What follows belongs to an exercise in optimizing a design on an open flow for small area, a short achievable clock period and few clock cycles per item; a production flow would make more cautious choices.
RTL that was checked went through simulation tests only; none was proved equivalent to the original.
Power is estimated from default activity; no workload was simulated.

## nccLogTop
module nccLogTop (
	input logic clk,
	input logic rst,
	input logic [8:0] inBeat,
	input logic inValid,
	output logic inReady,
	output logic signed [19:0] score,
	output logic scoreValid,
	input logic scoreReady
);
==> module logTap, before the edit <==
module logTap (
	input logic [4:0] frac,
	input logic [3:0] expSum,
	input logic live,
	input logic descNeg,
	output logic [14:0] term,
	output logic neg
);
	logic [5:0] mant;
	logic [20:0] shifted;
	always_comb begin
		mant = {live, frac & {5{live}}};
		shifted = {15'd0, mant} << expSum;
		neg = descNeg && live;
		term = shifted[19:5] ^ {15{neg}};
	end
endmodule
==> module nccLogTop, before the edit <==
module nccLogTop (
	input logic clk,
	input logic rst,
	input logic [8:0] inBeat,
	input logic inValid,
	output logic inReady,
	output logic signed [19:0] score,
	output logic scoreValid,
	input logic scoreReady
);
	logic advance;
	logic [8:0] beatQ;
	logic beatValid;
	logic [8:0] skidBeat;
	logic skidValid;
	logic inStall;
	logic beatLoad;
	logic beatZero;
	logic [2:0] beatExp;
	logic [4:0] beatFrac;
	logic [3:0] fill;
	logic chainScore;
	logic pipeScore;
	logic shiftDesc;
	logic shiftWin;
	logic [nccPkg::PipeBits-1:0] pipe;
	assign advance = !scoreValid || scoreReady;
	assign beatLoad = advance || !beatValid;
	always_ff @(posedge clk) begin
		if (beatLoad) beatQ <= skidValid ? skidBeat : inBeat;
		if (!skidValid) skidBeat <= inBeat;
	end
	always_ff @(posedge clk or posedge rst) begin
		if (rst) begin
			beatValid <= 1'b0;
			skidValid <= 1'b0;
			inStall <= 1'b0;
		end else if (beatLoad) begin
			beatValid <= skidValid || inValid;
			skidValid <= 1'b0;
			inStall <= 1'b0;
		end else if (inValid && !skidValid) begin
			skidValid <= 1'b1;
			inStall <= 1'b1;
		end
	end
	assign inReady = !inStall;
	logDecode decode (
		.mag(beatQ[8] ? {1'b0, beatQ[6:0]} : beatQ[7:0]),
		.zero(beatZero), .exp(beatExp), .frac(beatFrac));
	assign shiftDesc = advance && beatValid && beatQ[8];
	assign shiftWin = advance && beatValid && !beatQ[8];
	always_ff @(posedge clk or posedge rst) begin
		if (rst) begin
			fill <= '0;
			chainScore <= 1'b0;
			pipeScore <= 1'b0;
		end else if (advance) begin
			chainScore <= shiftWin && (fill >= 4'd7);
			pipeScore <= chainScore;
			if (shiftDesc) begin
				fill <= '0;
			end else if (shiftWin && fill != 4'd8) begin
				fill <= fill + 1'b1;
			end
		end
	end
	tapArray taps (.clk, .rst, .shiftDesc, .shiftWin, .decNeg(beatQ[7]), .decZero(beatZero),
		.decExp(beatExp), .decFrac(beatFrac), .pipeLoad(advance), .pipe);
	scoreResult result (.clk, .rst, .advance, .pipe, .sumValid(pipeScore),
		.score, .scoreValid);
endmodule
Settings: LEC_CHECK=0, ABC_AREA=1, CAP_MARGIN=20, CORE_MARGIN=2, CORE_UTILIZATION=40, SLEW_MARGIN=20; clock period 10.0 ns.
standard.sh (not shown) runs the stock make flow with config.mk's settings and CLKGATE_MAP_FILE= SYNTH_SCRIPT=/design/flow/synth_recipe.tcl, a recipe that flattens the netlist after the stock synthesis.
==> flow/flow/run.sh <==
#!/bin/bash
# The standard layout, with the port buffers made from buf_4 cells instead
# of the delay buffers buffer_ports picks by default, and timing repair
# asked to leave a setup margin.
set -euo pipefail
bash standard.sh BUFFER_PORTS_ARGS="-buffer_cell sky130_fd_sc_hd__buf_4" SETUP_SLACK_MARGIN=6.9 finish > standard.log 2>&1
The starting point ran to the end with no violations.
==> next run, changes <==
--- a/flow/design.v
+++ b/flow/design.v
@@ -36,15 +36,13 @@
 	input logic descNeg,
 	output logic [14:0] term,
 	output logic neg
 );
-	logic [5:0] mant;
 	logic [20:0] shifted;
 	always_comb begin
-		mant = {live, frac & {5{live}}};
-		shifted = {15'd0, mant} << expSum;
+		shifted = {15'd0, 1'b1, frac} << expSum;
 		neg = descNeg && live;
-		term = shifted[19:5] ^ {15{neg}};
+		term = (shifted[19:5] & {15{live}}) ^ {15{neg}};
 	end
 endmodule
 `default_nettype wire
 `timescale 1ns/1ps
@@ -423,8 +421,10 @@
 	logic [4:0] beatFrac;
 	logic [3:0] fill;
 	logic chainScore;
 	logic pipeScore;
+	logic descBeat;
+	logic winBeat;
 	logic shiftDesc;
 	logic shiftWin;
 	logic [nccPkg::PipeBits-1:0] pipe;
 	assign advance = !scoreValid || scoreReady;
@@ -450,21 +450,23 @@
 	assign inReady = !inStall;
 	logDecode decode (
 		.mag(beatQ[8] ? {1'b0, beatQ[6:0]} : beatQ[7:0]),
 		.zero(beatZero), .exp(beatExp), .frac(beatFrac));
-	assign shiftDesc = advance && beatValid && beatQ[8];
-	assign shiftWin = advance && beatValid && !beatQ[8];
+	assign descBeat = beatValid && beatQ[8];
+	assign winBeat = beatValid && !beatQ[8];
+	assign shiftDesc = advance && descBeat;
+	assign shiftWin = advance && winBeat;
 	always_ff @(posedge clk or posedge rst) begin
 		if (rst) begin
 			fill <= '0;
 			chainScore <= 1'b0;
 			pipeScore <= 1'b0;
 		end else if (advance) begin
-			chainScore <= shiftWin && (fill >= 4'd7);
+			chainScore <= winBeat && (fill >= 4'd7);
 			pipeScore <= chainScore;
-			if (shiftDesc) begin
+			if (descBeat) begin
 				fill <= '0;
-			end else if (shiftWin && fill != 4'd8) begin
+			end else if (winBeat && fill != 4'd8) begin
 				fill <= fill + 1'b1;
 			end
 		end
 	end
Effect:
- non-clock buffer count shrinks by 3
- wire length goes up by 3.3%
- global-route usage climbs by 1.4 points
- fmax goes down by 0.58%
- power came out lower by 6.8%
- via count came out lower by 0.86%
- count of clock-buffer cells in the layout is lower by 5
- worst hold slack stays flat
- flip-flop and latch count stays the same
- area after synthesis goes down by 2.0%
Testbench counts after the change, summed over its fixed seeds: cycles 3,360, items 2,848.
The RTL of the first run of this note was laid out without a check of its function.

separate check: timing with driven ports:
Ports are ideal in the flow. The routed layouts listed here were re-timed in OpenROAD. Step 1, drivers: a clkbuf_16 drives clk and a buf_2 each remaining input, both assumed. Step 2 adds t to the input delays and takes it off the output delays; t is the mean of the earliest and latest rising clock arrival at the registers after step 1. Input paths then give back, and output paths get back, about the clock's delay inside the block. Three values: ideal, step 1, step 2; two values: the first two.
| run | shift t [ns] | slack for setup (ns) | worst setup path after step 2 | latest minus earliest clock arrival (ns) | worst slew at a driven data input, ns |
|---|---|---|---|---|---|
| the first run | 0.609 | 6.842 / 6.785 / 6.407 | input to register | 0.024 / 0.023 | 0.03 |
| the second run | 0.605 | 6.824 / 6.769 / 6.444 | input to register | 0.015 / 0.015 | 0.05 |
After both steps setup and hold are still met in every run listed. For the first run, which loses most, drivers alone change the setup slack by -0.057 ns; drivers and shift together by -0.435 ns.
